Context: an optimization exercise on an open-source flow, tuned for a short achievable clock period and few clock cycles per item. The choices shown serve that exercise and are no tape-out recipe. Where RTL was checked, it was by simulation tests only, not by an equivalence proof against the original. Power is estimated from default activity; no workload was simulated.

## run A
Design rip_relative_displacement_relocator_unit, start of the top module:
module rip_relative_displacement_relocator_unit #(
    parameter int POSITION_BITS = 26
) (
    input  logic               i_clk,
    input  logic               i_rst_n,
    input  logic               i_in_valid,
    output logic               i_in_ready,
    input  logic [7:0]         i_in_byte,
    input  logic               i_in_last,
    output logic               o_out_valid,
    input  logic               o_out_ready,
    output logic [7:0]         o_out_byte,
    output logic               o_out_last,
    input  logic               i_cfg_valid,
    output logic               i_cfg_ready,
    input  logic [7:0]         i_cfg_index,
    input  logic [31:0]        i_cfg_value
);
    localparam int LD = rrdr_pkg::LINE_DEPTH;
    localparam int OD = rrdr_pkg::OUT_DEPTH;
    logic r_run;           
    always_ff @(posedge i_clk) begin
        r_run <= i_rst_n;
    end
    logic        r_cfg_valid;
    logic [7:0]  r_cfg_index;
    logic [31:0] r_cfg_value;
    logic [7:0]  r_opc_first;
    logic [7:0]  r_opc_second;
    logic [7:0]  r_opc_third;
    logic        r_two_byte;
    logic [31:0] r_load_base;
    logic [31:0] r_win_start;
    logic [26:0] r_win_len;
    logic [31:0] r_dest_start;
    logic [17:0] r_off_lo;
    logic [15:0] r_off_hi;
    logic [16:0] r_disp_lo;
    logic [15:0] r_disp_hi;
    logic [31:0] off_base;
    logic [31:0] disp_base;
    assign i_cfg_ready = 1'b1;
    always_ff @(posedge i_clk) begin
        r_cfg_valid <= i_cfg_valid;
        r_cfg_index <= i_cfg_index;
        r_cfg_value <= i_cfg_value;
    end
    always_ff @(posedge i_clk) begin
        if (!r_run) begin
            r_opc_first  <= rrdr_pkg::RST_OPCODE_FIRST;
            r_opc_second <= rrdr_pkg::RST_OPCODE_SECOND;
            r_opc_third  <= rrdr_pkg::RST_OPCODE_THIRD;
            r_two_byte   <= rrdr_pkg::RST_TWO_BYTE_MODE;
            r_load_base  <= rrdr_pkg::RST_LOAD_BASE;
            r_win_start  <= rrdr_pkg::RST_WINDOW_START;
            r_win_len    <= rrdr_pkg::RST_WINDOW_LENGTH;
            r_dest_start <= rrdr_pkg::RST_DEST_START;
        end else if (r_cfg_valid) begin
            case (r_cfg_index)
                rrdr_pkg::REG_OPCODE_FIRST:  r_opc_first  <= r_cfg_value[7:0];
                rrdr_pkg::REG_OPCODE_SECOND: r_opc_second <= r_cfg_value[7:0];
                rrdr_pkg::REG_OPCODE_THIRD:  r_opc_third  <= r_cfg_value[7:0];
  ...
Settings: LEC_CHECK=0, ABC_CLOCK_PERIOD_IN_PS=2000, CAP_MARGIN=20, CORE_MARGIN=2, CORE_UTILIZATION=40, SETUP_SLACK_MARGIN=4.5, SLEW_MARGIN=20; clock period 6.3 ns.
run.sh (not shown) runs the stock make flow with config.mk's settings and CLKGATE_MAP_FILE= SYNTH_SCRIPT=/design/flow/synth_recipe.tcl, a recipe that flattens the netlist after the stock synthesis.
The flow did not stop early for run A: all stages ran, and the layout cleared the timing, design-rule and antenna checks.
Testbench counts of run A, summed over its fixed seeds: cycles 35,001, bytes 34,913.
For run B, these inputs were changed with respect to run A:
Settings: swapping 4.5 for 4.0 in SETUP_SLACK_MARGIN.
==> run summary <==
The higher non-clock buffer count of run B and run A is in run A. On overall routing resource usage: between run B and run A, it ends up higher for run A. Post-route cell area in run B vs run A: down 11%. Against run A as the reference, run B delivers a lower combinational cell fraction of total power. Compared with run A, in run B global-route wire length before repair shrank by 7.4%; setup slack moved up; minimum clock period after layout now sits lower; routed wire length saw a decrease; sequential power about even. The more densely filled core belongs to run A, not run B.
For run C, these inputs were changed with respect to run B:
Settings: a deleted ABC_CLOCK_PERIOD_IN_PS that had been 2000; a deleted SETUP_SLACK_MARGIN that had been 4.0.
[summary]
The cell count in run C sits 49 below the value recorded for run B. The post-placement cell count on run C is in line with that on run B. Run C vs run B — overall power dropped by a few percent. Comparing run B and run C, the higher worst hold slack was measured on run B. Run C ends up with a detailed-route wire length on metal 1 that is 720 um lower than in run B. Row highest cell delay on the worst timing path: run C higher / run B lower. Side by side, depth of the worst register-to-register path turned out lower in run C than in run B. In run C, the area occupied by multi-input gates came out 6.9% below the value in run B.

* * *

== before ==
rip_relative_displacement_relocator_unit, a different RTL version from the one above (not shown whole).
Size in the first run: about 2,300 cells after synthesis, ~470 flip-flops, about 66 I/O pins.
## rip_relative_displacement_relocator_unit
module rip_relative_displacement_relocator_unit #(
    parameter int POSITION_BITS = 26
) (
    input  logic               i_clk,
    input  logic               i_rst_n,
    input  logic               i_in_valid,
    output logic               i_in_ready,
    input  logic [7:0]         i_in_byte,
    input  logic               i_in_last,
    output logic               o_out_valid,
    input  logic               o_out_ready,
    output logic [7:0]         o_out_byte,
    output logic               o_out_last,
    input  logic               i_cfg_valid,
    output logic               i_cfg_ready,
    input  logic [7:0]         i_cfg_index,
    input  logic [31:0]        i_cfg_value
);
clock: 6.3 ns
lec_check: 0
abc_clock_period_in_ps: 2000
cap_margin: 20
core_margin: 2
core_utilization: 60
setup_slack_margin: 4.2
slew_margin: 20
Setup changes, before to after
Settings: an added CTS_CLUSTER_DIAMETER of 500; an added CTS_CLUSTER_SIZE of 20.
Notes after the runs:
after vs. before: net switching power figure decreased by 8.6% relative to the old numbers, level count of the clock H-tree decreased by 1 relative to the old numbers, iteration-0 DRC count of the detailed router increased by 118 relative to the old numbers.
Function was not checked in any run of this note: the RTL went through the layout flow alone.

* * *

rip_relative_displacement_relocator_unit, a different RTL version from the one above (not shown whole).
Size: ~2200 cells after synthesis, ~66 I/O pins, roughly 23000 µm² of cells after synthesis.
clock: 6.3 ns
lec_check: 0
abc_clock_period_in_ps: 2000
cap_margin: 20
core_margin: 2
core_utilization: 60
cts_cluster_diameter: 500
cts_cluster_size: 20
setup_slack_margin: 4.2
slew_margin: 20
Change:
Settings changed: CORE_UTILIZATION 60 to 50.
Setup slack is better by 67 ps.
Via count goes down by 1.4%.
Die area goes up by about 20%.
Non-clock buffer count goes down by 3.
Design area goes up by about 0.35%.
Fmax goes up by about 2.7%.
Power is about the same.
Clock skew goes up by 11 ps.
No run of this note included a check of the RTL's function; only the layout flow was run.

* * *

Another version of the RTL of rip_relative_displacement_relocator_unit (not shown whole).
For scale: ~2200 cells after synthesis, roughly 470 flip-flops, roughly 66 I/O pins.
Settings: LEC_CHECK=0, ABC_CLOCK_PERIOD_IN_PS=2000, CAP_MARGIN=20, CORE_MARGIN=2, CORE_UTILIZATION=60, SETUP_SLACK_MARGIN=4.2, SLEW_MARGIN=20; clock period 6.3 ns.
Next try:
- CTS_CLUSTER_DIAMETER: unset -> 500
- CTS_CLUSTER_SIZE: unset -> 20
Result: Cell area falls by 4.2%; setup slack is better by 0.019 ns; non-clock buffer count is lower by 8; power fell by about 14%; hold slack improves by 0.011 ns; global-route usage drops by 1.3 points.
Function was not checked in any run of this note: the RTL went through the layout flow alone.

* * *

## the baseline
rip_relative_displacement_relocator_unit, a different RTL version from the one above (not shown whole).
Size: about 2800 cells after synthesis, ~680 flip-flops, ~0.031 sq mm of cells after synthesis.
Settings: LEC_CHECK=0, ABC_CLOCK_PERIOD_IN_PS=2000, CAP_MARGIN=20, CORE_MARGIN=2, CORE_UTILIZATION=75, CTS_CLUSTER_DIAMETER=500, CTS_CLUSTER_SIZE=20, SETUP_SLACK_MARGIN=4.2, SLEW_MARGIN=20; clock period 6.3 ns.
Testbench counts of the baseline, summed over its fixed seeds: cycles 34,977, bytes 34,913.
Input-level comparison between the candidate and the baseline:
- CORE_UTILIZATION: 75 -> 60
==> comparison <==
In summary, the candidate completed successfully, with a layout that passed the timing, design-rule and antenna checks. [the candidate] routing usage on met1 fell 7.4 points relative to the baseline. Per the comparison of the candidate with the baseline, total power fell 140 uW, post-synthesis to final-layout area growth about even, setup slack rose 22 ps, cell count rose 3.7%. Of the candidate and the baseline, it is the candidate that has the lower net switching fraction of the power. Compare the candidate and the baseline | placed instance area higher: the candidate.

* * *

== run 1 ==
Another version of the RTL of rip_relative_displacement_relocator_unit (not shown whole).
Size in the first run: roughly 2,900 cells after synthesis.
Settings: LEC_CHECK=0, ABC_CLOCK_PERIOD_IN_PS=2000, CAP_MARGIN=20, CORE_MARGIN=2, CORE_UTILIZATION=40, SETUP_SLACK_MARGIN=4.2, SLEW_MARGIN=20; clock period 6.3 ns.
What run 2 does differently from run 1 at the input level:
- SETUP_SLACK_MARGIN: 4.2 -> 4.4
## What came out
- Total DRC errors in the routed layout: run 1 vs run 2 identical
- Comparing run 2 and run 1, the lower via count is on run 1.
- Wire length: run 2 vs run 1 up 3.7%
- [compare] base=run 1 new=run 2: non-clock buffering overhead in the final layout now sits higher, global-route wire length before repair now sits higher, fraction of the yosys area taken by sequential cells now sits at about the same level.
- Comparing run 2 with run 1, the final clock period utilization by the worst path came out essentially unchanged.
- Clock network fraction of design power in run 2 vs run 1: down 1.5 points
### run 2 -> run 3
- SETUP_SLACK_MARGIN: 4.4 -> 4.0
- Worst hold slack after final layout: run 2 vs run 3, no meaningful difference
- The first-pass iteration count of the detailed router of run 3 exceeds that of run 2 by 2.
- Run 3 -> run 2: H-tree depth delta 0, exact match
- Between run 3 and run 2, it is run 3 whose count of non-CTS buffers in the layout is lower, by about 54%.
- On register-to-register slack, run 3 does worse than run 2.
- Run 3 improves on run 2 in clock skew.
- Per the comparison of run 3 with run 2, internal power up 0.070 mW; post-CTS repair timing setup buffer count down 72.
- On register fraction of the total cell area, the lower figure sits with run 2, not run 3.
Function was not checked in any run of this note: the RTL went through the layout flow alone.

* * *

## exp/yarrow
Another version of the RTL of rip_relative_displacement_relocator_unit (not shown whole).
clock: 6.3 ns
lec_check: 0
abc_clock_period_in_ps: 2000
cap_margin: 20
core_margin: 2
core_utilization: 55
cts_cluster_diameter: 100
cts_cluster_size: 30
setup_slack_margin: 4.0
slew_margin: 20
exp/yarrow went all the way through the flow, and no timing, DRC or antenna check failed.
Testbench counts of exp/yarrow, summed over its fixed seeds: cycles 34,985, bytes 34,913.
[inputs] exp/nickel vs exp/yarrow
Settings: CTS_CLUSTER_DIAMETER: 100 -> unset; CORE_UTILIZATION: 55 -> 40; CTS_CLUSTER_SIZE: 30 -> unset.
Results
- exp/nickel: PASS, flow complete, no timing, DRC or antenna violations
- Against exp/yarrow, exp/nickel reports a routed metal-1 wirelength that is lower.
- Looking at destination of the critical timing path, the o_out_byte[6] result is from exp/yarrow; the o_out_last one comes from exp/nickel.
- On global-route wire length before repair, exp/yarrow beats exp/nickel.
- Going from exp/yarrow to exp/nickel, total sequential power shows no meaningful change, first-iteration DRC count shows an increase of 5.5%, layout filler cell count shows an increase of 2323.

-- re-timing with driven ports --
In the flow no input, the clock included, has a driving cell. The finished layouts below were timed again as built, in two steps.
Step 1 (the two cells are an assumption about what drives the block):
set clk [get_ports {i_clk}]
set_driving_cell -lib_cell sky130_fd_sc_hd__clkbuf_16 $clk
set_driving_cell -lib_cell sky130_fd_sc_hd__buf_2 [delete_from_list [all_inputs] $clk]
Step 2 adds t to the input delays and takes it off the output delays; t is the mean of the earliest and latest rising clock arrival at the registers after step 1. Input paths then give back, and output paths get back, about the clock's delay inside the block.
a / b / c = ideal / step 1 / step 2; a / b = the first two.
run	shift t [ns]	setup WS [ns]	worst register clock-pin slew, ns
run A	0.683	3.433 / 3.433 / 3.433	0.07 / 0.07
run B	0.684	3.537 / 3.537 / 3.439	0.06 / 0.06
run C	0.673	2.363 / 2.363 / 2.363	0.06 / 0.06
before	0.647	2.631 / 2.631 / 2.631	0.06 / 0.06
after	0.621	2.604 / 2.604 / 2.604	0.09 / 0.09
the first run of note 3	0.633	3.728 / 3.728 / 3.634	0.10 / 0.10
the second run of note 3	0.629	3.796 / 3.796 / 3.638	0.09 / 0.09
the first run of note 4	0.649	3.762 / 3.762 / 3.595	0.06 / 0.06
the second run of note 4	0.625	3.780 / 3.780 / 3.603	0.09 / 0.09
the baseline	0.639	3.979 / 3.921 / 3.664	0.09 / 0.09
the candidate	0.643	4.002 / 3.939 / 3.705	0.09 / 0.09
run 1	0.673	3.958 / 3.895 / 3.725	0.06 / 0.06
run 2	0.668	3.963 / 3.899 / 3.772	0.06 / 0.06
run 3	0.673	3.965 / 3.900 / 3.372	0.06 / 0.06
exp/yarrow	0.666	3.880 / 3.823 / 3.622	0.12 / 0.12
exp/nickel	0.669	3.936 / 3.866 / 3.562	0.06 / 0.06
After both steps setup and hold are still met in every run listed. The setup slack of run 3, which loses most, moves by -0.065 ns with the drivers and by -0.593 ns with both steps.
